This is an optimization exercise on Yosys and OpenROAD, whose aim is a short achievable clock period and few clock cycles, not a production implementation. No functional check of the RTL was part of this run. Power figures rest on the tool's default switching activity, not on a simulated workload.

**flow/design.v**
```verilog
package cpu_pkg;
    localparam int XLEN     = 64;
    localparam int ILEN     = 32;
    localparam int NUM_REGS = 32;
    localparam int REG_AW   = 5;
    localparam int PC_STEP  = 4;
    localparam logic [6:0] OPC_REG  = 7'b0110011;
    localparam logic [6:0] OPC_IMM  = 7'b0010011;
    localparam logic [6:0] OPC_LOAD = 7'b0000011;
    localparam logic [6:0] OPC_STORE= 7'b0100011;
    localparam logic [6:0] OPC_BEQ  = 7'b1100011;
    localparam logic [6:0] OPC_JAL  = 7'b1101111;
    localparam logic [6:0] OPC_LUI  = 7'b0110111;
    typedef struct packed {
        logic            cs;
        logic            we;
        logic [XLEN-1:0] addr;
        logic [XLEN-1:0] wdata;
    } mem_req_t;
    typedef struct packed {
        logic op_add;     
        logic op_sub;
        logic op_and;
        logic op_or;
        logic op_xor;
        logic op_sll;
        logic op_srl;
        logic is_ld;
        logic is_sd;
        logic is_beq;
        logic is_jal;
        logic is_lui;
        logic use_imm;    
        logic use_rs1;
        logic use_rs2;
        logic wr_rd;      
        logic illegal;
    } dec_t;
endpackage
module alu (
    input  logic                     op_add,
    input  logic                     op_sub,
    input  logic                     op_and,
    input  logic                     op_or,
    input  logic                     op_xor,
    input  logic                     op_sll,
    input  logic                     op_srl,
    input  logic [cpu_pkg::XLEN-1:0] a,
    input  logic [cpu_pkg::XLEN-1:0] b,
    input  logic [cpu_pkg::XLEN-1:0] sa,       
    input  logic [5:0]               sh,       
    output logic [cpu_pkg::XLEN-1:0] sum,
    output logic [cpu_pkg::XLEN-1:0] result
);
    logic [cpu_pkg::XLEN-1:0] diff;
    assign sum   = a + b;
    assign diff  = a - b;
    assign result = ({cpu_pkg::XLEN{op_add}} & sum)
                  | ({cpu_pkg::XLEN{op_sub}} & diff)
                  | ({cpu_pkg::XLEN{op_and}} & (a & b))
                  | ({cpu_pkg::XLEN{op_or}}  & (a | b))
                  | ({cpu_pkg::XLEN{op_xor}} & (a ^ b))
                  | ({cpu_pkg::XLEN{op_sll}} & (sa << sh))
                  | ({cpu_pkg::XLEN{op_srl}} & (sa >> sh));
endmodule
module reg_file (
    input  logic                              clk,
    input  logic                              arst_n,
    input  logic                              wa_en,
    input  logic [cpu_pkg::REG_AW-1:0]        wa_addr,
    input  logic [cpu_pkg::XLEN-1:0]          wa_data,
    input  logic                              wb_en,
    input  logic [cpu_pkg::REG_AW-1:0]        wb_addr,
    input  logic [cpu_pkg::XLEN-1:0]          wb_data,
    input  logic [cpu_pkg::REG_AW-1:0]        ra_addr,
    input  logic [cpu_pkg::REG_AW-1:0]        rb_addr,
    output logic [cpu_pkg::XLEN-1:0]          ra_data,
    output logic [cpu_pkg::XLEN-1:0]          rb_data
);
    logic [cpu_pkg::XLEN-1:0]     regs [1:cpu_pkg::NUM_REGS-1];
    logic [cpu_pkg::NUM_REGS-1:1] rvalid;
    for (genvar i = 1; i < cpu_pkg::NUM_REGS; i++) begin : g_reg
        logic hit_a, hit_b;
        assign hit_a = wa_en && wa_addr == i;
        assign hit_b = wb_en && wb_addr == i;
        always_ff @(posedge clk) begin
            if (hit_a) begin
                regs[i] <= wa_data;
            end else if (hit_b) begin
                regs[i] <= wb_data;
            end
        end
        always_ff @(posedge clk or negedge arst_n) begin
            if (!arst_n) begin
                rvalid[i] <= 1'b0;
            end else if (hit_a || hit_b) begin
                rvalid[i] <= 1'b1;
            end
        end
    end
    always_comb begin
        ra_data = '0;
        rb_data = '0;
        for (int i = 1; i < cpu_pkg::NUM_REGS; i++) begin
            if (ra_addr == i && rvalid[i]) ra_data = regs[i];
            if (rb_addr == i && rvalid[i]) rb_data = regs[i];
        end
    end
endmodule
module instr_decoder (
    input  logic [31:0]               ir,
    output cpu_pkg::dec_t             dec,
    output logic [cpu_pkg::XLEN-1:0]  imm_i,    
    output logic [cpu_pkg::XLEN-1:0]  imm_s,    
    output logic [cpu_pkg::XLEN-1:0]  imm_u,    
    output logic [cpu_pkg::XLEN-1:0]  imm_b,    
    output logic [cpu_pkg::XLEN-1:0]  imm_j     
);
    logic [6:0] opcode;
    logic [2:0] funct3;
    logic [6:0] funct7;
    logic       r_ok;
    assign opcode = ir[6:0];
    assign funct3 = ir[14:12];
    assign funct7 = ir[31:25];
    assign imm_i = {{52{ir[31]}}, ir[31:20]};
    assign imm_s = {{52{ir[31]}}, ir[31:25], ir[11:7]};
    assign imm_u = {{32{ir[31]}}, ir[31:12], 12'b0};
    assign imm_b = {{52{ir[31]}}, ir[7], ir[30:25], ir[11:8], 1'b0};
    assign imm_j = {{44{ir[31]}}, ir[19:12], ir[20], ir[30:21], 1'b0};
    always_comb begin
        dec = '0;
        r_ok = 1'b0;
        case (opcode)
            cpu_pkg::OPC_REG: begin
                if (funct7 == 7'b0000000) begin
                    case (funct3)
                        3'b000: begin dec.op_add = 1'b1; r_ok = 1'b1; end
                        3'b001: begin dec.op_sll = 1'b1; r_ok = 1'b1; end
                        3'b100: begin dec.op_xor = 1'b1; r_ok = 1'b1; end
                        3'b101: begin dec.op_srl = 1'b1; r_ok = 1'b1; end
                        3'b110: begin dec.op_or  = 1'b1; r_ok = 1'b1; end
                        3'b111: begin dec.op_and = 1'b1; r_ok = 1'b1; end
                        default: ;
                    endcase
                end else if (funct7 == 7'b0100000 && funct3 == 3'b000) begin
                    dec.op_sub = 1'b1;
                    r_ok       = 1'b1;
                end
                if (r_ok) begin
                    dec.use_rs1 = 1'b1;
                    dec.use_rs2 = 1'b1;
                    dec.wr_rd   = 1'b1;
                end else begin
                    dec.illegal = 1'b1;
                end
            end
            cpu_pkg::OPC_IMM: begin
                if (funct3 == 3'b000) begin
                    dec.op_add  = 1'b1;
                    dec.use_imm = 1'b1;
                    dec.use_rs1 = 1'b1;
                    dec.wr_rd   = 1'b1;
                end else begin
                    dec.illegal = 1'b1;
                end
            end
            cpu_pkg::OPC_LOAD: begin
                if (funct3 == 3'b011) begin
                    dec.op_add  = 1'b1;
                    dec.is_ld   = 1'b1;
                    dec.use_imm = 1'b1;
                    dec.use_rs1 = 1'b1;
                    dec.wr_rd   = 1'b1;
                end else begin
                    dec.illegal = 1'b1;
                end
            end
            cpu_pkg::OPC_STORE: begin
                if (funct3 == 3'b011) begin
                    dec.op_add  = 1'b1;
                    dec.is_sd   = 1'b1;
                    dec.use_imm = 1'b1;
                    dec.use_rs1 = 1'b1;
                    dec.use_rs2 = 1'b1;
                end else begin
                    dec.illegal = 1'b1;
                end
            end
            cpu_pkg::OPC_BEQ: begin
                if (funct3 == 3'b000) begin
                    dec.is_beq  = 1'b1;
                    dec.use_rs1 = 1'b1;
                    dec.use_rs2 = 1'b1;
                end else begin
                    dec.illegal = 1'b1;
                end
            end
            cpu_pkg::OPC_JAL: begin
                dec.op_add = 1'b1;
                dec.is_jal = 1'b1;
                dec.wr_rd  = 1'b1;
            end
            cpu_pkg::OPC_LUI: begin
                dec.op_add  = 1'b1;
                dec.is_lui  = 1'b1;
                dec.use_imm = 1'b1;
                dec.wr_rd   = 1'b1;
            end
            default: dec.illegal = 1'b1;
        endcase
    end
endmodule
module cpu_top (
    input  logic                     clk,
    input  logic                     arst_n,
    input  logic [cpu_pkg::XLEN-1:0] mem_rdata,
    output cpu_pkg::mem_req_t        mem_req,
    output logic                     halted
);
    localparam int XLEN = cpu_pkg::XLEN;
    localparam int NBTB = 4;
    localparam int NIC  = 16;
    logic            mr_cs, mr_we, mr_fetch;
    logic [XLEN-1:0] mr_addr, mr_wdata;
    logic            boot;
    logic [XLEN-1:0] fpc;
    logic            f_exact;
    logic [NBTB-1:0]   bt_v;
    logic [XLEN-1:2]   bt_tag [NBTB];
    logic [XLEN-1:2]   bt_tgt [NBTB];
    logic [$clog2(NBTB)-1:0] bt_ptr;
    logic              bt_alloc;
    logic            rsp_btb;
    logic            rsp_v;
    logic [NIC-1:0]  ic_v;
    logic [XLEN-1:2] ic_tag [NIC];
    logic [31:0]     ic_w   [NIC];
    logic [$clog2(NIC)-1:0] ic_ptr;
    logic            v_fl;             
    logic [XLEN-1:0] v_pc;
    logic [31:0]     v_w, rsp_vw;
    logic            rsp_real;         
    logic            rsp_virt;         
    logic [XLEN-1:0] rsp_pc;
    logic            iv;
    logic [31:0]     ir;
    logic [XLEN-1:0] ipc, ipc4;
    logic            i_pred;
    logic            i_jfix;           
    logic            e_v;
    cpu_pkg::dec_t   e_dec;
    logic [4:0]      e_rd;
    logic            e_wr;             
    logic [XLEN-1:0] e_a, e_b, e_s;
    logic [XLEN-1:0] e_sa;             
    logic [5:0]      e_sh;             
    logic            e_pred;
    logic [XLEN-1:0] e_alt;
    logic            w_v;
    logic [4:0]      w_rd;
    logic [XLEN-1:0] w_res;
    logic            m_v, x_v, l_v;
    logic [4:0]      m_rd, x_rd, l_rd;
    logic [XLEN-1:0] ldr;
    logic            halt_q;
    assign mem_req = {mr_cs, mr_we, mr_addr, mr_wdata};
    assign halted  = halt_q;
    logic [31:0]     rw;
    logic            r_jal, r_beq, r_pred, r_jsmall, r_taken;
    logic [12:0]     r_lo_j, r_lo_b, r_lo;
    logic [XLEN-1:12] r_hi_p, r_hi_m;    
    logic [XLEN-1:0] r_tgt;
    assign rw       = rsp_virt ? rsp_vw : mem_rdata[31:0];
    assign r_jal    = rw[6:0] == cpu_pkg::OPC_JAL;
    assign r_beq    = rw[6:0] == cpu_pkg::OPC_BEQ && rw[14:12] == 3'b000;
    assign r_pred   = rw[31] || rw[19:15] == rw[24:20];
    assign r_jsmall = rw[19:12] == {8{rw[31]}};
    assign r_taken  = (r_jal && r_jsmall) || (r_beq && r_pred);
    assign r_lo_j = {1'b0, rsp_pc[11:0]} + {1'b0, rw[20], rw[30:21], 1'b0};
    assign r_lo_b = {1'b0, rsp_pc[11:0]} + {1'b0, rw[7], rw[30:25], rw[11:8], 1'b0};
    assign r_lo   = rw[2] ? r_lo_j : r_lo_b;    
    assign r_tgt[11:0]      = r_lo[11:0];
    assign r_tgt[XLEN-1:12] = ( r_lo[12] && !rw[31]) ? r_hi_p :
                              (!r_lo[12] &&  rw[31]) ? r_hi_m : rsp_pc[XLEN-1:12];
    cpu_pkg::dec_t   d_dec;
    logic [XLEN-1:0] imm_i, imm_s, imm_u, imm_b, imm_j;
    logic [4:0]      rs1, rs2, rd;
    assign rs1 = ir[19:15];
    assign rs2 = ir[24:20];
    assign rd  = ir[11:7];
    instr_decoder u_dec (
        .ir    (ir),
        .dec   (d_dec),
        .imm_i (imm_i),
        .imm_s (imm_s),
        .imm_u (imm_u),
        .imm_b (imm_b),
        .imm_j (imm_j)
    );
    logic [XLEN-1:0] rf_a, rf_b;
    reg_file u_rf (
        .clk     (clk),
        .arst_n  (arst_n),
        .wa_en   (w_v),
        .wa_addr (w_rd),
        .wa_data (w_res),
        .wb_en   (l_v),
        .wb_addr (l_rd),
        .wb_data (ldr),
        .ra_addr (rs1),
        .rb_addr (rs2),
        .ra_data (rf_a),
        .rb_data (rf_b)
    );
    logic            a_e, a_w, a_x, a_l, a_f, b_e, b_w, b_x, b_l, b_f;
    always_comb begin
        a_e = d_dec.use_rs1 && rs1 != '0 && e_v && e_wr && e_rd == rs1;
        a_w = d_dec.use_rs1 && rs1 != '0 && !a_e && w_v && w_rd == rs1;
        a_x = d_dec.use_rs1 && rs1 != '0 && !a_e && !a_w && x_v && x_rd == rs1;
        a_l = d_dec.use_rs1 && rs1 != '0 && !a_e && !a_w && !a_x && l_v && l_rd == rs1;
        a_f = d_dec.use_rs1 && rs1 != '0 && !a_e && !a_w && !a_x && !a_l;
        b_e = d_dec.use_rs2 && rs2 != '0 && e_v && e_wr && e_rd == rs2;
        b_w = d_dec.use_rs2 && rs2 != '0 && !b_e && w_v && w_rd == rs2;
        b_x = d_dec.use_rs2 && rs2 != '0 && !b_e && !b_w && x_v && x_rd == rs2;
        b_l = d_dec.use_rs2 && rs2 != '0 && !b_e && !b_w && !b_x && l_v && l_rd == rs2;
        b_f = d_dec.use_rs2 && rs2 != '0 && !b_e && !b_w && !b_x && !b_l;
    end
    logic stall;
    assign stall = iv && (
        (d_dec.use_rs1 && rs1 != '0 &&
            ((e_v && e_dec.is_ld && e_rd == rs1) || (m_v && m_rd == rs1))) ||
        (d_dec.use_rs2 && rs2 != '0 &&
            ((e_v && e_dec.is_ld && e_rd == rs2) || (m_v && m_rd == rs2))));
    logic [XLEN-1:0] tgt_b, tgt_j;
    assign tgt_b = ipc + imm_b;
    assign tgt_j = ipc + imm_j;
    logic [XLEN-1:0] sum, result;
    alu u_alu (
        .op_add (e_dec.op_add),
        .op_sub (e_dec.op_sub),
        .op_and (e_dec.op_and),
        .op_or  (e_dec.op_or),
        .op_xor (e_dec.op_xor),
        .op_sll (e_dec.op_sll),
        .op_srl (e_dec.op_srl),
        .a      (e_a),
        .b      (e_b),
        .sa     (e_sa),
        .sh     (e_sh),
        .sum    (sum),
        .result (result)
    );
    logic e_eq, e_mem, redir_e, halting;
    assign e_eq    = (e_a == e_b);
    assign e_mem   = e_v && (e_dec.is_ld || e_dec.is_sd);
    assign redir_e = e_v && e_dec.is_beq && (e_eq != e_pred);
    assign halting = e_v && e_dec.illegal;
    logic [XLEN-1:0] dv1, dv2, dk;
    assign dv1 = ({XLEN{a_w}} & w_res) | ({XLEN{a_l}} & ldr) | ({XLEN{a_f}} & rf_a);
    assign dv2 = ({XLEN{b_w}} & w_res) | ({XLEN{b_l}} & ldr) | ({XLEN{b_f}} & rf_b);
    assign dk  = a_e ? dv2 : dv1;           
    function automatic logic sum_is(input logic [XLEN-1:0] x, input logic [XLEN-1:0] y,
                                    input logic [XLEN-1:0] k);
        logic [XLEN-1:0] nk, t, m, z;
        nk = ~k;
        t  = x ^ y ^ nk;
        m  = (x & y) | (x & nk) | (y & nk);
        z  = t ^ {m[XLEN-2:0], 1'b0};
        sum_is = &z;
    endfunction
    logic eq_add, eq_sub, eq_and, eq_or, eq_xor, eq_e, e_cmp_ok, d_rsv, d_taken, redir_d;
    assign eq_add = sum_is(e_a, e_b, dk);
    assign eq_sub = sum_is(dk, e_b, e_a);
    assign eq_and = (e_a & e_b) == dk;
    assign eq_or  = (e_a | e_b) == dk;
    assign eq_xor = (e_a ^ e_b) == dk;
    assign eq_e   = (e_dec.op_add & eq_add) | (e_dec.op_sub & eq_sub) | (e_dec.op_and & eq_and)
                  | (e_dec.op_or & eq_or) | (e_dec.op_xor & eq_xor);
    assign e_cmp_ok = e_dec.op_add | e_dec.op_sub | e_dec.op_and | e_dec.op_or | e_dec.op_xor;
    assign d_rsv   = iv && d_dec.is_beq && !a_x && !b_x &&
                     (rs1 == rs2 || (!a_e && !b_e) || ((a_e ^ b_e) && e_cmp_ok));
    assign d_taken = (rs1 == rs2) || ((a_e || b_e) ? eq_e : (dv1 == dv2));
    assign redir_d = d_adv && !redir_e &&
                     ((d_rsv && d_taken != i_pred) || (d_dec.is_jal && i_jfix));
    logic [XLEN-1:0] d_tgt;
    assign d_tgt = d_dec.is_jal ? tgt_j : i_pred ? ipc4 : tgt_b;
    logic [XLEN-1:0] fwd_a, fwd_b;
    assign fwd_a = ({XLEN{a_e}} & result) | ({XLEN{a_x}} & mem_rdata) | dv1;
    assign fwd_b = ({XLEN{b_e}} & result) | ({XLEN{b_x}} & mem_rdata) | dv2;
    logic d_adv, redir_r, drop, accept;
    assign d_adv   = iv && !stall;
    assign accept  = rsp_v && !redir_e && !redir_d && (!iv || d_adv);
    assign redir_r = accept && r_taken && !rsp_btb;
    assign drop    = rsp_v && !redir_e && iv && stall;    
    logic            bt_hit;
    logic [XLEN-1:2] bt_next;
    always_comb begin
        bt_hit  = 1'b0;
        bt_next = '0;
        for (int i = 0; i < NBTB; i++) begin
            if (bt_v[i] && bt_tag[i] == fpc[XLEN-1:2] && fpc[1:0] == 2'b00) begin
                bt_hit  = 1'b1;
                bt_next = bt_next | bt_tgt[i];
            end
        end
    end
    logic [XLEN-1:0] f_addr;
    assign f_addr = boot ? '0 : f_exact ? fpc :
                    bt_hit ? {bt_next, 2'b00} : fpc + XLEN'(cpu_pkg::PC_STEP);
    logic        ic_hit, ic_have;
    logic [31:0] ic_word;
    always_comb begin
        ic_hit  = 1'b0;
        ic_have = 1'b0;
        ic_word = '0;
        for (int i = 0; i < NIC; i++) begin
            if (ic_v[i] && ic_tag[i] == f_addr[XLEN-1:2]) begin
                ic_hit  = 1'b1;
                ic_word = ic_word | ic_w[i];
            end
            if (ic_v[i] && ic_tag[i] == rsp_pc[XLEN-1:2]) ic_have = 1'b1;
        end
    end
    logic v_go;       
    assign v_go = e_mem && ic_hit && !f_addr[1] && !f_addr[0] && !redir_d && !redir_r && !drop;
    always_ff @(posedge clk or negedge arst_n) begin
        if (!arst_n) begin
            ic_v   <= '0;
            ic_ptr <= '0;
        end else if (rsp_real && !ic_have && rsp_pc[1:0] == 2'b00) begin
            ic_v[ic_ptr] <= 1'b1;
            ic_ptr       <= ic_ptr + 1'b1;
        end
    end
    always_ff @(posedge clk) begin
        if (rsp_real && !ic_have && rsp_pc[1:0] == 2'b00) begin
            ic_tag[ic_ptr] <= rsp_pc[XLEN-1:2];
            ic_w[ic_ptr]   <= mem_rdata[31:0];
        end
    end
    always_ff @(posedge clk or negedge arst_n) begin
        if (!arst_n) begin
            bt_v     <= '0;
            bt_ptr   <= '0;
            bt_alloc <= 1'b0;
        end else begin
            bt_alloc <= redir_r && !halting && rsp_pc[1:0] == 2'b00;
            if (bt_alloc) begin
                bt_v[bt_ptr] <= 1'b1;
                bt_ptr       <= bt_ptr + 1'b1;
            end
        end
    end
    always_ff @(posedge clk) begin
        if (bt_alloc) begin
            bt_tag[bt_ptr] <= ipc[XLEN-1:2];
            bt_tgt[bt_ptr] <= fpc[XLEN-1:2];
        end
    end
    always_ff @(posedge clk or negedge arst_n) begin
        if (!arst_n) begin
            mr_cs    <= 1'b0;
            mr_fetch <= 1'b0;
            boot     <= 1'b1;
            f_exact  <= 1'b0;
            rsp_v    <= 1'b0;
            halt_q   <= 1'b0;
            v_fl     <= 1'b0;
            rsp_real <= 1'b0;
            rsp_virt <= 1'b0;
        end else if (halt_q || halting) begin
            mr_cs    <= 1'b0;
            mr_fetch <= 1'b0;
            rsp_v    <= 1'b0;
            halt_q   <= 1'b1;
            v_fl     <= 1'b0;
            rsp_real <= 1'b0;
            rsp_virt <= 1'b0;
        end else begin
            rsp_v    <= (mr_fetch || v_fl) && !redir_e && !redir_d && !redir_r && !drop;
            rsp_real <= mr_fetch;
            rsp_virt <= v_fl;
            v_fl     <= v_go;
            mr_cs  <= 1'b1;
            if (e_mem) begin
                mr_fetch <= 1'b0;
                if (redir_d || redir_r || drop) begin
                    f_exact <= 1'b1;
                    boot    <= 1'b0;
                end else if (v_go) begin
                    f_exact <= 1'b0;
                    boot    <= 1'b0;
                end
            end else begin
                mr_fetch <= 1'b1;
                f_exact  <= 1'b0;
                boot     <= 1'b0;
            end
        end
    end
    logic [XLEN-1:0] f_base, f_next, m_base;
    assign f_base = redir_e ? e_alt : drop ? rsp_pc : f_addr;
    assign m_base = e_mem ? sum : f_base;
    assign f_next = redir_r ? r_tgt : redir_d ? d_tgt : f_base;
    always_ff @(posedge clk) begin
        rsp_pc  <= v_fl ? v_pc : mr_addr;
        r_hi_p  <= (v_fl ? v_pc[XLEN-1:12] : mr_addr[XLEN-1:12]) + 1'b1;
        r_hi_m  <= (v_fl ? v_pc[XLEN-1:12] : mr_addr[XLEN-1:12]) - 1'b1;
        rsp_btb <= bt_hit && !f_exact && !boot;
        rsp_vw  <= v_w;
        v_pc    <= f_addr;
        v_w     <= ic_word;
        mr_we    <= e_mem && e_dec.is_sd;
        mr_wdata <= e_s;
        mr_addr  <= (redir_r && !e_mem) ? r_tgt : (redir_d && !e_mem) ? d_tgt : m_base;
        if (!e_mem || redir_d || redir_r || drop || v_go) fpc <= f_next;
    end
    always_ff @(posedge clk or negedge arst_n) begin
        if (!arst_n) begin
            iv <= 1'b0;
        end else if (accept) begin
            iv <= 1'b1;
        end else if (d_adv || redir_e) begin
            iv <= 1'b0;
        end
    end
    always_ff @(posedge clk) begin
        if (accept) begin
            ir     <= rw;
            ipc    <= rsp_pc;
            ipc4   <= rsp_pc + XLEN'(cpu_pkg::PC_STEP);
            i_pred <= r_beq && r_pred;
            i_jfix <= r_jal && !r_jsmall && !rsp_btb;
        end
    end
    always_ff @(posedge clk or negedge arst_n) begin
        if (!arst_n) begin
            e_v <= 1'b0;
        end else begin
            e_v <= d_adv && !redir_e && !halting;
        end
    end
    always_ff @(posedge clk) begin
        e_dec  <= d_dec;
        e_rd   <= rd;
        e_wr   <= d_dec.wr_rd && !d_dec.is_ld && rd != '0;
        e_a    <= fwd_a;
        e_b    <= d_dec.is_jal ? ipc4 :
                  d_dec.is_lui ? imm_u :
                  d_dec.is_sd  ? imm_s :
                  d_dec.use_imm ? imm_i : fwd_b;
        e_s    <= fwd_b;
        e_sa   <= (d_dec.op_sll || d_dec.op_srl) ? fwd_a : '0;
        e_sh   <= (d_dec.op_sll || d_dec.op_srl) ? fwd_b[5:0] : '0;
        e_pred <= d_rsv ? d_taken : i_pred;
        e_alt  <= (d_rsv ? d_taken : i_pred) ? ipc4 : tgt_b;
    end
    always_ff @(posedge clk or negedge arst_n) begin
        if (!arst_n) begin
            w_v <= 1'b0;
            m_v <= 1'b0;
            x_v <= 1'b0;
            l_v <= 1'b0;
        end else begin
            w_v <= e_v && e_wr;
            m_v <= e_v && e_dec.is_ld && e_rd != '0;
            x_v <= m_v && !(e_v && e_dec.wr_rd && e_rd == m_rd);
            l_v <= x_v;
        end
    end
    always_ff @(posedge clk) begin
        w_rd  <= e_rd;
        w_res <= result;
        m_rd  <= e_rd;
        x_rd  <= m_rd;
        l_rd  <= x_rd;
        ldr   <= mem_rdata;
    end
endmodule
```
**flow/flow/run.sh**
```bash
#!/bin/bash
# Standard layout, with repair_timing aiming for a larger setup slack so the
# resizer works on the paths that set the achieved period.
set -euo pipefail
bash standard.sh SETUP_SLACK_MARGIN=9.3 finish > standard.log 2>&1
```
**flow/standard.sh**
```bash
#!/bin/bash
# synth_recipe.tcl (not shown) runs the flow's synth.tcl, then flattens the netlist and writes it again
# the make line also repeats each setting of config.mk as NAME=value (left out here)
make -C /OpenROAD-flow-scripts/flow DESIGN_CONFIG=/design/flow/config.mk WORK_HOME=/design/flow/orfs CLKGATE_MAP_FILE= SYNTH_SCRIPT=/design/flow/synth_recipe.tcl "${@:-finish}"
```
**flow/config.mk**
```make
export PLATFORM = sky130hd
export DESIGN_NAME = cpu_top
export DESIGN_NICKNAME = cpu_top
export VERILOG_FILES = /design/flow/design.v
export SDC_FILE = /design/flow/constraint.sdc
export NUM_CORES = 4
export LEC_CHECK = 0
export CAP_MARGIN = 20
export CORE_MARGIN = 2
export CORE_UTILIZATION = 50
export SLEW_MARGIN = 20
```
**flow/constraint.sdc**
```tcl
create_clock -name core_clock -period 14.0 [get_ports {clk}]
set_input_delay 2.8000 -clock core_clock [delete_from_list [all_inputs] [get_ports {clk}]]
set_output_delay 2.8000 -clock core_clock [all_outputs]
set_load 0.01 [all_outputs]
```
==> metrics.md <==
| Metric | Value |
|---|---|
| Root buffer cell | clkbuf_16 |
| Fraction of registers with async set/reset | about 1.4% |
| Stopped at | global routing |
| Height of the die | 778 um |
| GRT overflow | ~2.9k |
| CTS Hold Bufs | 0 |
| Vias in the first global route | roughly 350k |
| Port Buffer Count | between 150 and 200 |
| Syn Area/Cell | roughly 11 um2 |
| Distinct cells, synth | 145 |
| EDFF count, synth | between 4k and 5k |
| H-tree depth | 6 |
| Status | stopped before the end |
| Pre-CTS setup slack | between 2 and 2.5 ns |
| Most instantiated cells after synthesis | edfxtp_1 (4208), mux2_2 (2199), nand2_1 (2088) |
| Die Wd | just under 800 um |
| Clock tree buffer depth | 4 |
| Cells after Synth | ~27k |
| HPWL Detailed | 1710000 um |
| Top-area cell type share of the netlist area | between 40% and 50% |
| Cell Area, Synth | about 300000 um2 |
| CTS Buf Count | roughly 580 |
| Main flop type after synthesis | edfxtp_1 |
| Cell taking the most area after synthesis | edfxtp_1 |
| Largest net degree at the start of global routing | 89 |
| Synthesized Nets | around 28k |
| Gpl congestion | between 1 and 1.5 |
| Error | [ERROR GRT-0116] Global routing finished with congestion. Check the congestion regions in the DRC Viewer. |
| First-pass GRT wire length | about 3700000 um |
| Io pins | 197 |
| Synth area leaders | edfxtp_1 (42%), mux2_2 (8.3%), dfxtp_1 (6.1%), xnor2_1 (4.3%), nand2_1 (2.6%) |
| Count leader, synth | edfxtp_1 |
| Register bit total from synthesis | between 5k and 6k |
| Seq/Total Area, Yosys | roughly half |
| Total GRT Usage | around nine tenths |
| Rows | ~280 |
| CTS sink count | approximately 5.2k |
| Initial Util | between 50 and 60% |
| Ys Warns | 4 |
-- logic make-up after synthesis --
group                    count (synthesis)  synth area share [%]
AO/OA/AOI/OAI                         6200                  15.0
flip-flops                            5194                  49.0
multiplexers                          2734                  10.3
AND/OR/NAND/NOR                       7361                  12.5
buffers and inverters                 3159                  4.35
adder cells (fa/ha/maj)                483                  2.18
XOR/XNOR                              2301                  6.74
-- worst max path at each step --
stage / startpoint / to
floorplan: ir[31] / i_jfix
global placement: ir[19] / fpc[9]
detailed placement: ir[19] / fpc[9]
CTS: ir[23] / mr_addr[41]
-- repair_timing --
| action | in CTS |
|---|---|
| endpoints found under the hold margin | 0 |
| buffers inserted | 1221 |
| resized for setup | 3460 |
| endpoints found under the setup margin | 2569 |
| pin swaps | 544 |
| cloned | 120 |
-- power groups by stage --
| stage | combinational, W | clock (W) | sequential, W |
|---|---|---|---|
| after floorplan | 0.00115 | 0 | 0.0171 |
| after global placement | 0.00243 | 0 | 0.0172 |
| after detailed placement | 0.00248 | 0 | 0.0172 |
| after CTS | 0.00272 | 0.0160 | 0.0169 |
-- through the flow --
step                instances  cell area [um2]  util [%]
CTS                     37300           365000      61.1
floorplan               27400           300000         -
global placement        34900           317000      53.0
detailed placement      34900           317000      53.1
-- per-layer routing --
metal	overflow	GRT usage, %
met5	38	60.2
met1	242	89.9
met2	1211	96.0
met4	1056	86.6
met3	360	80.8
